This is an optimization exercise on Yosys and OpenROAD, whose aim is small area, a short achievable clock period and few clock cycles per item, not a production implementation. In this exercise RTL edits were held to simulation tests only and were not proved equivalent to the original.

## run Y
// maze_generator
module maze_generator #(
  parameter logic [15:0] DEFAULT_SEED = 16'hACE1
) (
  input  logic         clk,
  input  logic         resetn,
  input  logic         start,
  input  logic [15:0]  seed,
  output logic [624:0] maze,
  output logic         load,
  output logic         busy
);
Size in the first run: roughly 1900 cells after synthesis, roughly 380 flip-flops, roughly 650 I/O pins.
export LEC_CHECK = 0
export CAP_MARGIN = 20
export CORE_MARGIN = 2
export CORE_UTILIZATION = 40
export SLEW_MARGIN = 20
create_clock -name core_clock -period 12.0 [get_ports {clk}]
standard.sh (not shown) runs the stock make flow with config.mk's settings and CLKGATE_MAP_FILE= SYNTH_SCRIPT=/design/flow/synth_recipe.tcl, a recipe that flattens the netlist after the stock synthesis.
==> flow/flow/run.sh <==
#!/bin/bash
# The standard layout (the standard.sh: standard synthesis, floorplan,
# placement, CTS, routing) with some ORFS variables set on the make command
# line: port buffers are buf_1 cells, and repair_timing aims for more setup
# slack than the 12 ns constraint needs, so that the achieved period is
# pushed down. All of make's output goes to orfs_make.log; ORFS's own logs
# are under orfs/logs.
set -euo pipefail
bash standard.sh BUFFER_PORTS_ARGS="-buffer_cell sky130_fd_sc_hd__buf_1" SETUP_SLACK_MARGIN=8.0 CTS_CLUSTER_SIZE=20 CTS_CLUSTER_DIAMETER=120 finish > orfs_make.log 2>&1
Testbench counts of run Y, summed over its fixed seeds: cycles 11,773, mazes 48.
--- input diff run Y..run K ---
diff --git a/flow/flow/run.sh b/flow/flow/run.sh
--- a/flow/flow/run.sh
+++ b/flow/flow/run.sh
@@ -7,3 +7,3 @@
 # are under orfs/logs.
 set -euo pipefail
-bash standard.sh BUFFER_PORTS_ARGS="-buffer_cell sky130_fd_sc_hd__buf_1" SETUP_SLACK_MARGIN=8.0 CTS_CLUSTER_SIZE=20 CTS_CLUSTER_DIAMETER=120 finish > orfs_make.log 2>&1
+bash standard.sh BUFFER_PORTS_ARGS="-buffer_cell sky130_fd_sc_hd__buf_1" SETUP_SLACK_MARGIN=8.0 CTS_CLUSTER_SIZE=30 CTS_CLUSTER_DIAMETER=150 finish > orfs_make.log 2>&1
Having completed the whole flow, run K delivered a layout that passed the timing, DRC and antenna checks.
[compare] base=run Y new=run K: first-pass GRT wire length neither gained nor lost much, via count neither gained nor lost much, wire length on met3 lost 0.52%, final standard cell area without fillers lost 0.76%.
Comparing run Y and run K, minimum setup slack in the final design is higher on run K.
The largest fanout on the critical path reported for run K is smaller than that of run Y by 3.
Compared with run Y, in run K area taken by multi-input logic gates shows no meaningful change.
For run K, the cell type of the slowest stage on the worst timing path was dfrtp_1, unlike run Y, where it was o41ai_1.

========
== onyx ==
maze_generator, a different RTL version from the one above (not shown whole).
For scale: roughly 1900 cells after synthesis, roughly 360 flip-flops, about 650 I/O pins.
Settings: LEC_CHECK=0, CAP_MARGIN=20, CORE_MARGIN=2, CORE_UTILIZATION=40, SLEW_MARGIN=20; clock period 12.0 ns.
==> flow/flow/run.sh <==
#!/bin/bash
# The standard layout (the standard.sh: standard synthesis, floorplan,
# placement, CTS, routing) with some ORFS variables set on the make command
# line: port buffers are buf_1 cells, and repair_timing aims for more setup
# slack than the 12 ns constraint needs, so that the achieved period is
# pushed down. All of make's output goes to orfs_make.log; ORFS's own logs
# are under orfs/logs.
set -euo pipefail
bash standard.sh BUFFER_PORTS_ARGS="-buffer_cell sky130_fd_sc_hd__buf_1" SETUP_SLACK_MARGIN=8.0 CTS_CLUSTER_SIZE=25 CTS_CLUSTER_DIAMETER=120 CORE_UTILIZATION=55 PLACE_DENSITY=0.75 finish > orfs_make.log 2>&1
Per the final summary, onyx finished and its layout is clean on timing, DRC and antenna.
Testbench counts of onyx, summed over its fixed seeds: cycles 11,773, mazes 48.
Changes in ember relative to onyx:
-- flow/flow/run.sh --
<<< onyx, line 8
set -euo pipefail
bash standard.sh BUFFER_PORTS_ARGS="-buffer_cell sky130_fd_sc_hd__buf_1" SETUP_SLACK_MARGIN=8.0 CTS_CLUSTER_SIZE=25 CTS_CLUSTER_DIAMETER=120 CORE_UTILIZATION=55 PLACE_DENSITY=0.75 finish > orfs_make.log 2>&1
>>> ember, line 8
set -euo pipefail
bash standard.sh BUFFER_PORTS_ARGS="-buffer_cell sky130_fd_sc_hd__buf_1" SETUP_SLACK_MARGIN=8.0 CTS_CLUSTER_SIZE=25 CTS_CLUSTER_DIAMETER=120 CORE_UTILIZATION=65 finish > orfs_make.log 2>&1
==> comparison <==
- 3_2_place_iop: ember exited with error
- Summary of ember over onyx: area share of fa/ha/maj cells after synthesis roughly the same; initial standard-cell utilization of the core higher; complex-gate fraction of the synthesized area roughly the same; row count lower; synthesized net count roughly the same.

========
The RTL this note starts from:
==> flow/design.v <==
module maze_generator #(
  parameter logic [15:0] DEFAULT_SEED = 16'hACE1
) (
  input  logic         clk,
  input  logic         resetn,
  input  logic         start,
  input  logic [15:0]  seed,
  output logic [624:0] maze,
  output logic         load,
  output logic         busy
);
  localparam int N  = 12;
  localparam int BD = 15;    
  logic [N-2:0] h [N];
  logic [N-1:0] v [N];
  logic [N-1:0] yoh;             
  logic [N-1:0] col;             
  logic [15:0]  lfsr;
  logic [3:0]   came;            
  logic [7:0]   cnt;             
  logic [1:0]   bs [BD];         
  logic         fin;             
  function automatic int md(input int i);
    md = (i + N) % N;
  endfunction
  logic [N-1:0] vis_up, vis_dn;    
  logic [N+1:0] vis_row;           
  always_comb begin
    vis_row[0]   = 1'b1;
    vis_row[N+1] = 1'b1;
    for (int x = 0; x < N; x++) begin
      vis_up[x]    = v[N-2][x] | v[N-1][x] |
                     ((x > 0)   ? h[N-1][(x>0)?x-1:0] : 1'b0) |
                     ((x < N-1) ? h[N-1][(x<N-1)?x:0] : 1'b0);
      vis_dn[x]    = v[0][x] | v[1][x] |
                     ((x > 0)   ? h[1][(x>0)?x-1:0] : 1'b0) |
                     ((x < N-1) ? h[1][(x<N-1)?x:0] : 1'b0);
      vis_row[x+1] = v[N-1][x] | v[0][x] |
                     ((x > 0)   ? h[0][(x>0)?x-1:0] : 1'b0) |
                     ((x < N-1) ? h[0][(x<N-1)?x:0] : 1'b0);
    end
  end
  logic [3:0] blk, wall;    
  always_comb begin
    blk = {1'b0, yoh[N-1], 1'b0, yoh[0]};
    wall = '0;
    for (int x = 0; x < N; x++) begin
      blk[0]  |= col[x] & vis_up[x];
      blk[1]  |= col[x] & vis_row[x+2];
      blk[2]  |= col[x] & vis_dn[x];
      blk[3]  |= col[x] & vis_row[x];
      wall[0] |= col[x] & v[N-1][x];
      wall[2] |= col[x] & v[0][x];
      if (x < N-1) wall[1] |= col[x] & h[0][(x<N-1)?x:0];
      if (x > 0)   wall[3] |= col[x] & h[0][(x>0)?x-1:0];
    end
  end
  logic [3:0] avail, rot, first, dir;
  logic       carve_any;
  always_comb begin
    avail = ~blk;
    carve_any = |avail;
    rot   = 4'({avail, avail} >> lfsr[1:0]);
    first = rot[0] ? 4'b0001 : rot[1] ? 4'b0010 : rot[2] ? 4'b0100 : 4'b1000;
    dir   = 4'({first, first} >> (3'd4 - {1'b0, lfsr[1:0]}));
  end
  logic [3:0] cand, bs_oh, pd, mv;
  logic       two_walls, branch, root;
  always_comb begin
    cand      = wall & ~came;
    branch    = ((wall[0] & wall[1]) & (wall[2] | wall[3])) |
                ((wall[2] & wall[3]) & (wall[0] | wall[1]));
    two_walls = ((wall[0] & wall[1]) | (wall[2] & wall[3]) |
                 ((wall[0] | wall[1]) & (wall[2] | wall[3]))) & ~branch;
    bs_oh     = 4'b0001 << bs[0];
    pd        = branch ? bs_oh : cand;
    root      = yoh[0] & col[0];
    mv        = carve_any ? dir : pd;
  end
  wire step     = busy & ~fin;
  wire do_carve = step & carve_any;
  wire do_pop   = step & ~carve_any;
  wire accept   = start & ~busy;
  wire last     = do_carve & (cnt == 8'd142);
  wire fin_up = |yoh[N/2:1];
  wire rot_up = busy & (fin ? fin_up  : mv[0]);
  wire rot_dn = busy & (fin ? ~fin_up : mv[2]);
  wire mv_rt  = step & mv[1];
  wire mv_lt  = step & mv[3];
  logic [N-1:0] yoh_nx;
  always_comb
    for (int y = 0; y < N; y++)
      yoh_nx[y] = (rot_up & yoh[md(y+1)]) |
                  (rot_dn & yoh[md(y-1)]) |
                  (~rot_up & ~rot_dn & yoh[y]);
  wire done = busy & (last | fin) & yoh_nx[0];
  wire [15:0] s0       = (seed == 16'd0) ? DEFAULT_SEED : seed;
  wire        first_dn = (s0[1:0] == 2'd2);
  always_ff @(posedge clk or negedge resetn) begin
    if (!resetn) begin
      busy <= 1'b0;
      load <= 1'b0;
    end else if (accept) begin
      busy <= 1'b1;
      load <= 1'b0;
    end else if (done) begin
      busy <= 1'b0;
      load <= 1'b1;
    end
  end
  always_ff @(posedge clk) begin
    if (accept) begin
      lfsr <= {s0[14:0], s0[15] ^ s0[13] ^ s0[12] ^ s0[10]};
      yoh  <= first_dn ? 12'b10 : 12'b1;
      col  <= first_dn ? 12'b1  : 12'b10;
      came <= first_dn ? 4'b0100 : 4'b0010;
      cnt  <= 8'd1;
      fin  <= 1'b0;
    end else begin
      if (last) fin <= 1'b1;
      if (do_carve) begin
        lfsr <= {lfsr[14:0], lfsr[15] ^ lfsr[13] ^ lfsr[12] ^ lfsr[10]};
        cnt  <= cnt + 8'd1;
      end
      if (step) came <= carve_any ? dir : {pd[1:0], pd[3:2]};
      yoh <= yoh_nx;
      for (int x = 0; x < N; x++)
        col[x] <= (mv_lt & ((x < N-1) ? col[(x<N-1)?x+1:0] : 1'b0)) |
                  (mv_rt & ((x > 0)   ? col[(x>0)?x-1:0]   : 1'b0)) |
                  (~mv_lt & ~mv_rt & col[x]);
    end
  end
  always_ff @(posedge clk) begin
    if (do_carve & two_walls & ~root) begin
      bs[0] <= cand[1] ? 2'd1 : cand[2] ? 2'd2 : cand[3] ? 2'd3 : 2'd0;
      for (int i = 1; i < BD; i++) bs[i] <= bs[i-1];
    end else if (do_pop & branch) begin
      for (int i = 0; i < BD-1; i++) bs[i] <= bs[i+1];
    end
  end
  wire c_up = do_carve & dir[0];
  wire c_rt = do_carve & dir[1];
  wire c_dn = do_carve & dir[2];
  wire c_lt = do_carve & dir[3];
  wire s_up = ~accept & rot_up;
  wire s_dn = ~accept & rot_dn;
  wire s_hd = ~accept & ~rot_up & ~rot_dn;
  always_ff @(posedge clk) begin
    for (int j = 0; j < N; j++) begin
      for (int x = 0; x < N-1; x++)
        h[j][x] <= (s_up & h[md(j-1)][x]) | (s_dn & h[md(j+1)][x]) | (s_hd & h[j][x]) |
                   ((j == 0) & ((c_rt & col[x]) | (c_lt & col[x+1]))) |
                   ((j == 0) & (x == 0) & accept & ~first_dn);
      for (int x = 0; x < N; x++)
        v[j][x] <= (s_up & v[md(j-1)][x]) | (s_dn & v[md(j+1)][x]) | (s_hd & v[j][x]) |
                   ((j == 0) & c_up & col[x]) | ((j == N-1) & c_dn & col[x]) |
                   ((j == N-1) & (x == 0) & accept & first_dn);
    end
  end
  localparam int NB = 8;     
  localparam int NL = 6;     
  logic [NB-1:0] busy_c;
  logic [NL-1:0] load_c;
  always_ff @(posedge clk or negedge resetn) begin
    if (!resetn) begin
      busy_c <= '0;
      load_c <= '0;
    end else begin
      for (int i = 0; i < NB; i++) busy_c[i] <= accept | (busy_c[i] & ~done);
      for (int i = 0; i < NL; i++) load_c[i] <= ~accept & (load_c[i] | done);
    end
  end
  always_comb begin
    for (int i = 0; i < 625; i++) maze[i] = busy_c[i % NB];
    for (int y = 0; y < N; y++)
      for (int x = 0; x < N; x++)
        maze[(2*y+1)*25 + 2*x+1] = load_c[(y*N + x) % NL];
    for (int y = 0; y < N; y++)
      for (int x = 0; x < N-1; x++)
        maze[(2*y+1)*25 + 2*x+2] = h[y][x];
    for (int y = 0; y < N-1; y++)
      for (int x = 0; x < N; x++)
        maze[(2*y+2)*25 + 2*x+1] = v[y][x];
  end
endmodule
export LEC_CHECK = 0
export CAP_MARGIN = 20
export CORE_MARGIN = 2
export CORE_UTILIZATION = 40
export SLEW_MARGIN = 20
create_clock -name core_clock -period 12.0 [get_ports {clk}]
==> flow/flow/run.sh <==
#!/bin/bash
# The standard layout (the standard.sh: standard synthesis, floorplan,
# placement, CTS, routing) with some ORFS variables set on the make command
# line: port buffers are buf_1 cells, and repair_timing aims for more setup
# slack than the 12 ns constraint needs, so that the achieved period is
# pushed down. All of make's output goes to orfs_make.log; ORFS's own logs
# are under orfs/logs.
set -euo pipefail
bash standard.sh BUFFER_PORTS_ARGS="-buffer_cell sky130_fd_sc_hd__buf_1" SETUP_SLACK_MARGIN=8.3 finish > orfs_make.log 2>&1
The baseline ran to the end with no violations.
Testbench counts at the start, summed over its fixed seeds: cycles 11,773, mazes 48.
Change:
--- a/flow/flow/run.sh
+++ b/flow/flow/run.sh
@@ -8,2 +8,2 @@
 set -euo pipefail
-bash standard.sh BUFFER_PORTS_ARGS="-buffer_cell sky130_fd_sc_hd__buf_1" SETUP_SLACK_MARGIN=8.3 finish > orfs_make.log 2>&1
+bash standard.sh BUFFER_PORTS_ARGS="-buffer_cell sky130_fd_sc_hd__buf_1" SETUP_SLACK_MARGIN=8.0 CTS_CLUSTER_SIZE=30 CTS_CLUSTER_DIAMETER=150 finish > orfs_make.log 2>&1
=> First-iteration DRC count came out higher by a few percent; synthesized cell count stays the same; core utilization came out lower by 7.7 points; wire length came out lower by about a fifth.
Change:
--- a/flow/flow/run.sh
+++ b/flow/flow/run.sh
@@ -8,2 +8,2 @@
 set -euo pipefail
-bash standard.sh BUFFER_PORTS_ARGS="-buffer_cell sky130_fd_sc_hd__buf_1" SETUP_SLACK_MARGIN=8.0 CTS_CLUSTER_SIZE=30 CTS_CLUSTER_DIAMETER=150 finish > orfs_make.log 2>&1
+bash standard.sh BUFFER_PORTS_ARGS="-buffer_cell sky130_fd_sc_hd__buf_1" SETUP_SLACK_MARGIN=8.3 CTS_ARGS="-sink_clustering_enable -repair_clock_nets -dont_use_dummy_load -buf_list sky130_fd_sc_hd__clkbuf_8" finish > orfs_make.log 2>&1
Sequential share of layout area went down by 4.5 points. Setup slack improved by 0.097 ns. Hold slack got worse by 0.013 ns. Design area went up by 17%. Area after synthesis does not change.

-- what the ideal ports hide --
How much do the figures lean on ideal ports? The routed layouts below were timed once more, with nothing changed but the port constraints. Step 1 assumes that a clkbuf_16 drives the clock port and a buf_2 every other input. Step 2, shift: input delay + t, output delay - t, t = (earliest + latest rising clock arrival at the registers) / 2. This alone moves slack from input paths to output paths. Three values: ideal ports, drivers, drivers and shift; two values: the first two.
| run | t, ns | slack for setup (ns) | slew at the worst register clock pin (ns) |
|---|---|---|---|
| run Y | 0.601 | 7.891 / 7.891 / 7.891 | 0.09 / 0.09 |
| run K | 0.587 | 8.069 / 8.010 / 7.960 | 0.12 / 0.12 |
| onyx | 0.588 | 7.981 / 7.927 / 7.686 | 0.11 / 0.11 |
| the first run of note 3 | 0.628 | 8.198 / 8.140 / 7.828 | 0.07 / 0.07 |
| the second run of note 3 | 0.594 | 8.075 / 8.020 / 7.473 | 0.12 / 0.12 |
| the third run of note 3 | 0.666 | 8.172 / 8.117 / 7.789 | 0.06 / 0.06 |
After both steps every run listed still meets setup and hold. The setup slack of the second run of note 3, which loses most, moves by -0.055 ns with the drivers and by -0.602 ns with both steps.
